Context: an optimization exercise on an open-source flow, tuned for a short achievable clock period and few clock cycles per item. The choices shown serve that exercise and are no tape-out recipe. Function was checked by simulation only, so behaviour that the tests miss may differ from the original.

File: design/flow/config.mk
export PLATFORM = sky130hd
export DESIGN_NAME = alu_arbiter
export DESIGN_NICKNAME = alu_arbiter
export VERILOG_FILES = /design/flow/design.v
export SDC_FILE = /design/flow/constraint.sdc
export NUM_CORES = 4
export LEC_CHECK = 0
export CAP_MARGIN = 20
export CORE_MARGIN = 2
export CORE_UTILIZATION = 40
export SLEW_MARGIN = 20
File: design/flow/constraint.sdc
create_clock -name core_clock -period 9.0 [get_ports {clk_i}]
set_input_delay 1.8000 -clock core_clock [delete_from_list [all_inputs] [get_ports {clk_i}]]
set_output_delay 1.8000 -clock core_clock [all_outputs]
set_load 0.01 [all_outputs]
File: design/flow/design.v
package alu_pkg;
    localparam logic [2:0] ALU_AND = 3'b000;
    localparam logic [2:0] ALU_OR  = 3'b001;
    localparam logic [2:0] ALU_ADD = 3'b010;
    localparam logic [2:0] ALU_SUB = 3'b110;
    localparam logic [2:0] ALU_MUL = 3'b111;
    typedef enum logic [1:0] {
        IDLE = 2'b00,
        EXEC = 2'b01,
        DONE = 2'b10
    } state_t;
    function automatic logic is_zero32(input logic [31:0] value);
        is_zero32 = (value == 32'd0);
    endfunction
endpackage
module alu_arbiter_alu
(
    input  logic [31:0] data1_i,
    input  logic [31:0] data2_i,
    input  logic [2:0]  ALUCtrl_i,
    output logic [31:0] data_o,
    output logic        Zero_o
);
    always_comb begin
        data_o = 32'd0;
        case (ALUCtrl_i)
            alu_pkg::ALU_AND: data_o = data1_i & data2_i;
            alu_pkg::ALU_OR:  data_o = data1_i | data2_i;
            alu_pkg::ALU_ADD: data_o = data1_i + data2_i;
            alu_pkg::ALU_SUB: data_o = data1_i - data2_i;
            alu_pkg::ALU_MUL: data_o = data1_i * data2_i;
            default: data_o = 32'd0;
        endcase
    end
    assign Zero_o = alu_pkg::is_zero32(data_o);
endmodule
module alu_arbiter
#(
    parameter int MUL_LAT = 4
) (
    input  logic        clk_i,
    input  logic        rst_i,
    input  logic        req0_valid_i,
    output logic        req0_ready_o,
    input  logic [31:0] req0_data1_i,
    input  logic [31:0] req0_data2_i,
    input  logic [2:0]  req0_ctrl_i,
    input  logic        req1_valid_i,
    output logic        req1_ready_o,
    input  logic [31:0] req1_data1_i,
    input  logic [31:0] req1_data2_i,
    input  logic [2:0]  req1_ctrl_i,
    output logic        resp_valid_o,
    input  logic        resp_ready_i,
    output logic        resp_id_o,
    output logic [31:0] resp_data_o,
    output logic        resp_zero_o
);
    localparam logic [3:0] MUL_CNT = 4'(MUL_LAT - 1);
    alu_pkg::state_t      state_q, state_d;
    logic        last_grant_q, last_grant_d;
    logic [3:0]  cnt_q, cnt_d;
    logic [31:0] op_a_q, op_a_d;
    logic [31:0] op_b_q, op_b_d;
    logic [2:0]  ctrl_q, ctrl_d;
    logic        id_q, id_d;
    logic        resp_valid_q, resp_valid_d;
    logic        resp_id_q, resp_id_d;
    logic [31:0] resp_data_q, resp_data_d;
    logic        resp_zero_q, resp_zero_d;
    logic        gnt0_s, gnt1_s;
    logic [31:0] alu_data_s;
    logic        alu_zero_s;
    assign gnt0_s = req0_valid_i & (~req1_valid_i | last_grant_q);
    assign gnt1_s = req1_valid_i & (~req0_valid_i | ~last_grant_q);
    assign req0_ready_o = (state_q == alu_pkg::IDLE) & gnt0_s & ~rst_i;
    assign req1_ready_o = (state_q == alu_pkg::IDLE) & gnt1_s & ~rst_i;
    assign resp_valid_o = resp_valid_q;
    assign resp_id_o    = resp_id_q;
    assign resp_data_o  = resp_data_q;
    assign resp_zero_o  = resp_zero_q;
    alu_arbiter_alu u_alu (
        .data1_i   (op_a_q),
        .data2_i   (op_b_q),
        .ALUCtrl_i (ctrl_q),
        .data_o    (alu_data_s),
        .Zero_o    (alu_zero_s)
    );
    always_ff @(posedge clk_i or posedge rst_i) begin
        if (rst_i) begin
            state_q      <= alu_pkg::IDLE;
            last_grant_q <= 1'b1;
            cnt_q        <= 4'd0;
            op_a_q       <= 32'd0;
            op_b_q       <= 32'd0;
            ctrl_q       <= 3'b000;
            id_q         <= 1'b0;
            resp_valid_q <= 1'b0;
            resp_id_q    <= 1'b0;
            resp_data_q  <= 32'd0;
            resp_zero_q  <= 1'b0;
        end else begin
            state_q      <= state_d;
            last_grant_q <= last_grant_d;
            cnt_q        <= cnt_d;
            op_a_q       <= op_a_d;
            op_b_q       <= op_b_d;
            ctrl_q       <= ctrl_d;
            id_q         <= id_d;
            resp_valid_q <= resp_valid_d;
            resp_id_q    <= resp_id_d;
            resp_data_q  <= resp_data_d;
            resp_zero_q  <= resp_zero_d;
        end
    end
    always_comb begin
        state_d = state_q;
        case (state_q)
            alu_pkg::IDLE: begin
                if (gnt0_s || gnt1_s) begin
                    state_d = alu_pkg::EXEC;
                end else begin
                    state_d = alu_pkg::IDLE;
                end
            end
            alu_pkg::EXEC: begin
                if (cnt_q == 4'd0) begin
                    state_d = alu_pkg::DONE;
                end else begin
                    state_d = alu_pkg::EXEC;
                end
            end
            alu_pkg::DONE: begin
                if (resp_ready_i) begin
                    state_d = alu_pkg::IDLE;
                end else begin
                    state_d = alu_pkg::DONE;
                end
            end
            default: state_d = alu_pkg::IDLE;
        endcase
    end
    always_comb begin
        last_grant_d = last_grant_q;
        cnt_d        = cnt_q;
        op_a_d       = op_a_q;
        op_b_d       = op_b_q;
        ctrl_d       = ctrl_q;
        id_d         = id_q;
        resp_valid_d = resp_valid_q;
        resp_id_d    = resp_id_q;
        resp_data_d  = resp_data_q;
        resp_zero_d  = resp_zero_q;
        case (state_q)
            alu_pkg::IDLE: begin
                if (gnt0_s) begin
                    op_a_d       = req0_data1_i;
                    op_b_d       = req0_data2_i;
                    ctrl_d       = req0_ctrl_i;
                    id_d         = 1'b0;
                    last_grant_d = 1'b0;
                    cnt_d        = (req0_ctrl_i == alu_pkg::ALU_MUL) ? MUL_CNT : 4'd0;
                end else if (gnt1_s) begin
                    op_a_d       = req1_data1_i;
                    op_b_d       = req1_data2_i;
                    ctrl_d       = req1_ctrl_i;
                    id_d         = 1'b1;
                    last_grant_d = 1'b1;
                    cnt_d        = (req1_ctrl_i == alu_pkg::ALU_MUL) ? MUL_CNT : 4'd0;
                end else begin
                    cnt_d        = 4'd0;
                end
            end
            alu_pkg::EXEC: begin
                if (cnt_q != 4'd0) begin
                    cnt_d = cnt_q - 4'd1;
                end else begin
                    resp_valid_d = 1'b1;
                    resp_id_d    = id_q;
                    resp_data_d  = alu_data_s;
                    resp_zero_d  = alu_zero_s;
                end
            end
            alu_pkg::DONE: begin
                if (resp_ready_i) begin
                    resp_valid_d = 1'b0;
                end else begin
                    resp_valid_d = 1'b1;
                end
            end
            default: begin
                resp_valid_d = 1'b0;
            end
        endcase
    end
endmodule
File: design/flow/run.sh
#!/bin/bash
# synth_recipe.tcl (not shown) runs the flow's synth.tcl, then flattens the netlist and writes it again
# the make line also repeats each setting of config.mk as NAME=value (left out here)
make -C /OpenROAD-flow-scripts/flow DESIGN_CONFIG=/design/flow/config.mk WORK_HOME=/design/flow/orfs CLKGATE_MAP_FILE= SYNTH_SCRIPT=/design/flow/synth_recipe.tcl finish
==> notes.md <==
-- worst max path at each step --
| stage | start | to | depth (start not counted) |
|---|---|---|---|
| floorplan | op_a_q[12]$_DFFE_PP0P_ | resp_zero_q$_DFFE_PP0P_ | 26 |
| global placement | op_a_q[8]$_DFFE_PP0P_ | resp_zero_q$_DFFE_PP0P_ | 25 |
| detailed placement | op_a_q[9]$_DFFE_PP0P_ | resp_zero_q$_DFFE_PP0P_ | 24 |
| CTS | op_a_q[9]$_DFFE_PP0P_ | resp_zero_q$_DFFE_PP0P_ | 24 |
| global route | op_a_q[9]$_DFFE_PP0P_ | resp_zero_q$_DFFE_PP0P_ | 24 |
| finish | op_a_q[9]$_DFFE_PP0P_ | resp_zero_q$_DFFE_PP0P_ | 24 |
-- per-stage QoR --
step / util [%] / instances / hold WS (ns)
3_5_place_dp: 44.9 / 3541 / 0.498
3_3_place_gp: 44.9 / 3540 / 0.476
2_1_floorplan: - / 2697 / 0.462
6_report: 45.4 / 3560 / 0.514
4_1_cts: 45.4 / 3557 / 0.520
5_1_grt: 45.4 / 3557 / 0.537
-- worst max-delay path, cell delays in order (launching register included) --
cell	delay (ns)
dfrtp_1	0.80
buf_4	0.35
nand2_1	0.10
fa_1	0.39
inv_1	0.07
fa_1	0.43
fa_1	0.52
inv_1	0.05
fa_1	0.49
inv_1	0.06
fa_1	0.48
fa_1	0.57
fa_1	0.46
fa_1	0.47
ha_1	0.40
a21oi_1	0.35
a21boi_0	0.14
a311oi_1	0.39
o21ai_0	0.18
xor2_1	0.18
a221oi_1	0.41
nand4_1	0.16
nor4_1	0.44
nand4_1	0.16
o41ai_2	0.34
-- layer usage --
layer / GRT usage (%) / share of wire [%] / wire, um
met4: 6.38 / 2.4 / 1930
met5: 0 / 0 / 0
met1: 38.0 / 45 / 35800
met2: 41.6 / 45 / 35200
met3: 4.68 / 7.7 / 6110
-- cell type report --
cell class / instances / area share [%]
antenna: 3 / 0.0281
clock buffer: 10 / 0.856
clock inverter: 6 / 0.285
inverter: 397 / 5.58
multi-input combinational: 2021 / 70.9
sequential: 110 / 10.3
tap: 773 / 3.62
timing repair buffer: 240 / 8.40
-- registers in the layout, summed over array words and instances (netlist names) --
signal / flops
resp_id_q: 1
resp_valid_q: 1
op_a_q: 32
cnt_q: 4
state_q: 2
resp_data_q: 32
last_grant_q: 1
resp_zero_q: 1
op_b_q: 32
id_q: 1
ctrl_q: 3
-- placed cells by master (no fill, tap or decap), types with 8 or more instances in the layout --
| cell type | instances |
|---|---|
| fa_1 | 409 |
| inv_1 | 396 |
| nand2_1 | 345 |
| and2_1 | 313 |
| clkdlybuf4s50_1 | 175 |
| ha_1 | 162 |
| o21ai_0 | 123 |
| dfrtp_1 | 107 |
| a21oi_1 | 104 |
| xnor2_1 | 85 |
| nor2_1 | 80 |
| mux2i_1 | 73 |
| buf_4 | 64 |
| xor2_1 | 49 |
| nor3_1 | 18 |
| and3_1 | 15 |
| a31oi_1 | 14 |
| maj3_1 | 14 |
| a21o_1 | 14 |
| nand3_1 | 12 |
| o21a_1 | 12 |
| o31ai_1 | 12 |
| a211o_1 | 9 |
| nand4_1 | 9 |
| clkbuf_16 | 9 |
| nor2b_1 | 8 |
| a221oi_1 | 8 |
-- cells in the mapped netlist (14+ instances only) --
master	instances
fa_1	409
inv_1	397
nand2_1	345
and2_1	313
ha_1	162
clkbuf_1	161
o21ai_0	123
dfrtp_1	109
a21oi_1	104
xnor2_1	85
nor2_1	80
mux2i_1	73
xor2_1	49
nor3_1	18
and3_1	15
a21o_1	14
a31oi_1	14
maj3_1	14
-- kinds of logic (layout without fill, tap and decap cells) --
| family | count (synthesis) | in the layout | synth area share [%] |
|---|---|---|---|
| muxes | 80 | 80 | 3.40 |
| other | 0 | 3 | 0 |
| buffers and inverters | 566 | 653 | 8.93 |
| adders and majority gates | 585 | 585 | 43.5 |
| AOI/OAI and AO/OA | 380 | 380 | 10.1 |
| xor gates and xnor gates | 134 | 134 | 4.92 |
| DFF | 110 | 110 | 11.6 |
| and+or+nand+nor | 842 | 842 | 17.7 |
==> reports/results.ini <==
[drt]
dr.pass1.iters = 5
via_count = 19400
drc = 0
routedWlPerCell_um = 22.2
totalWireLength_mm = 79.0
antenna_left = 0
drt_iter0_drc = 1582
via_per_inst = 5.44

[setup_path]
r2r_slack_ns = 0.49
path_class = flop to flop
arrival_ns = 8.80
crit_fanout = 14
reg2reg_depth = 24
rr_startpoint = op_a_q[9]$_DFFE_PP0P_
crit_path_end_kind = flop
required_ns = 9.29
regToRegEndpoint = resp_zero_q$_DFFE_PP0P_
critPathLaunchType = flop

[hold_path]
hold_path_class = flop to flop
min_delay_path_depth = 1
worstHoldEndpoint = cnt_q[0]$_DFFE_PP0P_
hp-start = cnt_q[0]$_DFFE_PP0P_

[logic_synthesis]
synth_area_leaders = fa_1, dfrtp_1, ha_1, and2_1, inv_1
synth_area_per_cell_sq_um = 8.84
yosysTopAreaCell = fa_1
yosysSeqAreaShare_pct = 11.6
ys_ff_latch = 110
syn_nets = 3407
synth-edff-count = 0
synth_cell_type_count = 84
synth_ff_type = dfrtp_1
synthArstFlopShare_pct = 100
syn_inst = 2697
synth_area_sq_um = 23800
yosys_warnings = 2
synth_top_area_share_pct = 34.4

[sta]
setup_ws_ns = 0.491
finClkSkew_ns = 0.0172
rsz0062_at_grt = false
final_hold_viol_count = 0
slew_violations = 0
tightestPinTransition_ns = 1.13
fin_crit_ns = 8.51
max-slew-margin-rel_pct = 24.6
period_share_pct = 94.5
fmax_mhz = 118
setup_viol_count_final = 0
tns_ns = 0

[grt]
overflow = 0
grt_pass1_wl_mm = 122
grt_pass1_vias = 20400
grt_use_total_pct = 26.5
grt_max_degree = 70
antenna_found_initial = 2

[place]
detailed_place.area_sq_um = 26400
portBuffers = 175
post-dp-hpwl_mm = 63.7
place_congestion = 0.925
dp_slack_ns = 0.581

[floorplanning]
die_w_um = 248
fp-row-count = 89
io_pins = 176
die_area_sq_um = 61500
start_util_pct = 40.5
die_h_um = 248
core_sq_um = 58900

[cts]
ctsHoldBuffers = 0
clockBufferDepth = 2
htreeDepth = 3
clk_latency_ns = 0.39
cts.sinks = 110
path_clk_slew_ns = 0.09
post-cts-setup-buffers = 0
root_buffer = clkbuf_16
cts_tree = done
cts_made_buffers = 9
cts_resized = 0

[layout]
multiInputGateArea_sq_um = 19000
area.sequential_sq_um = 2760
num-nets-final = 3489
drive_gt1_share_pct = 4.13
fillers = 5721
area_delta_synth_final_pct = 12.3
finalInstanceArea_sq_um = 26800

[run]
max-cap-violations = 0

[outcome]
run_status = finished clean

Testbench counts, summed over its fixed seeds: cycles 9,294, items 2,560.

re-timing with driven ports:
The results above use ideal ports. As a check the final layout listed here was re-extracted and re-timed, cells and wires unchanged.
Step 1: set_driving_cell puts a clkbuf_16 on clk_i and a buf_2 on each other input, an assumption about the parent block.
Step 2 adds t to the input delays and takes it off the output delays; t is the mean of the earliest and latest rising clock arrival at the registers after step 1. Input paths then give back, and output paths get back, about the clock's delay inside the block.
a / b / c = ideal ports / drivers / drivers and shift; a / b = the first two.
t, ns: 0.435
setup WS [ns]: 0.491 / 0.491 / 0.491
worst hold slack (ns): 0.514 / 0.514 / 0.514
worst setup path after step 2: register to register
worst slew at a driven data input, ns: 0.06
After both steps setup and hold are still met in this run. The setup slack of this run moves by 0.000 ns with the drivers and by 0.000 ns with both steps.
